From an optimization exercise on the open Yosys and OpenROAD flow, aimed at small area; shortcuts taken in it are not production practice. RTL that was checked went through simulation tests only; none was proved equivalent to the original. Power is estimated from default activity; no workload was simulated.

// esc_top
module esc_top #(
  parameter int tick_div = 64,
  parameter int debounce = 3
) (
  input  logic                              clk,
  input  logic                              reset,
  input  logic [esc_pkg::axil_addr_w-1:0]   awaddr,
  input  logic                              awvalid,
  output logic                              awready,
  input  logic [esc_pkg::axil_data_w-1:0]   wdata,
  input  logic [esc_pkg::axil_data_w/8-1:0] wstrb,
  input  logic                              wvalid,
  output logic                              wready,
  output logic [1:0]                        bresp,
  output logic                              bvalid,
  input  logic                              bready,
  input  logic [esc_pkg::axil_addr_w-1:0]   araddr,
  input  logic                              arvalid,
  output logic                              arready,
  output logic [esc_pkg::axil_data_w-1:0]   rdata,
  output logic [1:0]                        rresp,
  output logic                              rvalid,
  input  logic                              rready,
  input  logic                              encoder_a,
  input  logic                              encoder_b,
  input  logic                              pwm_en,
  output logic                              motor_positive,
  output logic                              motor_negative
);
For scale: about 290 flip-flops, about 110 I/O pins.
clock: 20.0 ns
lec_check: 0
abc_area: 1
cap_margin: 20
core_margin: 2
core_utilization: 40
slew_margin: 20
synth_hierarchical: 1
standard.sh (not shown) runs the stock make flow with config.mk's settings and CLKGATE_MAP_FILE= SYNTH_SCRIPT=/design/flow/synth_recipe.tcl, a recipe that flattens the netlist after the stock synthesis.
==> flow/flow/run.sh <==
#!/bin/bash
# Layout flow: the standard flow (standard.sh, unchanged synthesis),
# with two settings passed to ORFS's make:
#  - the input and output port buffers are sky130_fd_sc_hd__buf_1 (the
#    standard flow's buffer_ports picks a larger delay buffer);
#  - clock tree synthesis without dummy loads, with its own buffer list and
#    sink clustering (the standard flow's CTS_ARGS replaces ORFS's default arguments).
# Each tool's full output is in the ORFS logs under orfs/logs/, and make's
# output in flow_make.log in this folder.
set -euo pipefail
cd "$(dirname "$0")/.."
bash standard.sh \
  "BUFFER_PORTS_ARGS=-buffer_cell sky130_fd_sc_hd__buf_1" \
  "CTS_ARGS=-sink_clustering_enable -repair_clock_nets -dont_use_dummy_load -buf_list sky130_fd_sc_hd__clkbuf_8 -sink_clustering_size 15 -sink_clustering_max_diameter 60" \
  finish > flow_make.log 2>&1
Next try:
--- a/flow/design.v
+++ b/flow/design.v
@@ -254,70 +254,68 @@
         end
       end
     end
   end
   assign enc_a      = level[2];
   assign enc_b      = level[1];
   assign pwm_en_lvl = level[0];
   typedef enum logic [1:0] {ph_idle, ph_high, ph_low} phase_t;
   phase_t      phase;
   logic [15:0] tick_cnt;
   logic [15:0] tick_inc;
-  logic        tick_sat;
+  logic        tick_sat;    
   logic [1:0]  ab_prev;
   logic [1:0]  ab_cur;
   logic [1:0]  dir;         
   logic [1:0]  dir_next;
   assign ab_cur = {enc_a, enc_b};
   always_comb begin
     case ({ab_prev, ab_cur})
       4'b00_10, 4'b10_11, 4'b11_01, 4'b01_00: dir_next = 2'd1;   
       4'b00_01, 4'b01_11, 4'b11_10, 4'b10_00: dir_next = 2'd2;   
       default:                                dir_next = dir;
     endcase
   end
   always_comb begin
     logic c;
-    c = 1'b1;
+    c = tick0 && (phase != ph_idle);
     for (int i = 0; i < 16; i++) begin
       tick_inc[i] = tick_cnt[i] ^ c;
       c           = c & tick_cnt[i];
     end
-    tick_sat = c;   
+    tick_sat = c;
   end
   always_ff @(posedge clk) begin
     if (reset) begin
       phase       <= ph_idle;
       ab_prev     <= '0;
       meas_period <= '0;
       dir         <= '0;
     end else if (tick0) begin
       ab_prev <= ab_cur;
       if (pwm_en_lvl) dir <= dir_next;
       case (phase)
         ph_idle: if (enc_a) phase <= ph_high;   
         ph_high: if (!enc_a) phase <= ph_low;
         default: if (enc_a) begin
           meas_period <= tick_cnt;   
           phase       <= ph_high;
         end
       endcase
     end
   end
   always_ff @(posedge clk) begin
-    if (tick0) begin
-      if (enc_a && (phase == ph_idle || phase == ph_low)) begin
-        tick_cnt <= 16'd1;
-      end else if (phase != ph_idle && !tick_sat) begin
-        tick_cnt <= tick_inc;   
-      end
+    if (tick0 && enc_a && (phase == ph_idle || phase == ph_low)) begin
+      tick_cnt <= 16'd1;
+    end else begin
+      tick_cnt <= tick_inc | {16{tick_sat}};   
     end
   end
   logic [11:0] integral;      
   logic [16:0] prev_error_n;  
   logic [16:0] error;
   logic [11:0] integ_next;
   logic [7:0]  kp_sel;
   logic [3:0]  ki_hi;
   logic [2:0]  kd_hi;
   logic [14:0] acc_l_next;
   logic [10:0] acc_u_next;
@@ -1761,23 +1759,23 @@
   logic [15:0] pwm_cnt;
   logic [15:0] pwm_inc;
   logic        cnt_ge;    
   logic        cnt_lt;    
   logic        pwm_bit;
   logic        drive_on;
   logic        pos_next;
   logic        neg_next;
   assign drive_on = pwm_en_lvl && (pwm_period != '0);
   always_comb begin
     logic c;
-    c      = 1'b1;
+    c      = tick3;   
     cnt_ge = 1'b1;
     cnt_lt = 1'b0;
     for (int i = 0; i < 16; i++) begin
       pwm_inc[i] = pwm_cnt[i] ^ c;
       c          = c & pwm_cnt[i];
       cnt_ge     = (pwm_cnt[i] & ~pwm_q[i]) | (~(pwm_cnt[i] ^ pwm_q[i]) & cnt_ge);
       cnt_lt     = (~pwm_cnt[i] & duty[i]) | (~(pwm_cnt[i] ^ duty[i]) & cnt_lt);
     end
   end
   always_comb begin
     pos_next = 1'b0;
@@ -1801,18 +1799,18 @@
       motor_positive <= 1'b0;
       motor_negative <= 1'b0;
     end else if (tick2) begin
       motor_positive <= pos_next;
       motor_negative <= neg_next;
     end
   end
   always_ff @(posedge clk) begin
     if (reset) begin
       pwm_cnt <= '0;
       pwm_bit <= 1'b0;
-    end else if (tick3) begin
-      pwm_cnt <= cnt_ge ? '0 : pwm_inc;   
-      pwm_bit <= cnt_lt;
+    end else begin
+      pwm_cnt <= (tick3 && cnt_ge) ? '0 : pwm_inc;   
+      if (tick3) pwm_bit <= cnt_lt;
     end
   end
 endmodule
 `default_nettype wire
What happened:
- The new run completed with no timing, DRC or antenna violations
- final cell count is lower by 0.82%
- worst setup slack is better by 570 ps
- utilization hardly moves
- hold slack is better by 8.8 ps
- die area decreases by 1.5%
- power went down by 1.6%
- via count fell by 1.4%
- routed wire length went down by 1.3%
- first-iteration DRC count is higher by 18%
- clock power falls by about 3%
- design area decreases by 1.7%
- area after synthesis went down by 1.5%
Only the layout flow was run in the first run of this note; the RTL was not checked for function there.

[re-timing with driven ports]
No port has a modelled driver above. Below, the same layouts with a new extraction and two added sets of constraints. Step 1 sets driving cells, clkbuf_16 on the clock port and buf_2 on the other inputs (assumed; they add their load-dependent delay and slew). Step 2 times the ports against the registers' clock, not the clock port: input delays grow and output delays shrink by t, the midpoint of the rising clock arrivals with the driver on. a / b / c = ideal ports / drivers / drivers and shift; a / b = the first two.
| run | t (ns) | setup slack, ns | hold WS [ns] | slew at the worst register clock pin (ns) | pins driven straight from the clock port |
|---|---|---|---|---|---|
| the first run | 0.655 | 0.904 / 0.904 / 0.904 | 0.325 / 0.325 / 0.325 | 0.10 / 0.10 | 1 |
| the second run | 0.639 | 1.470 / 1.470 / 1.470 | 0.334 / 0.334 / 0.334 | 0.10 / 0.10 | 1 |
After both steps setup and hold are still met in every run listed.
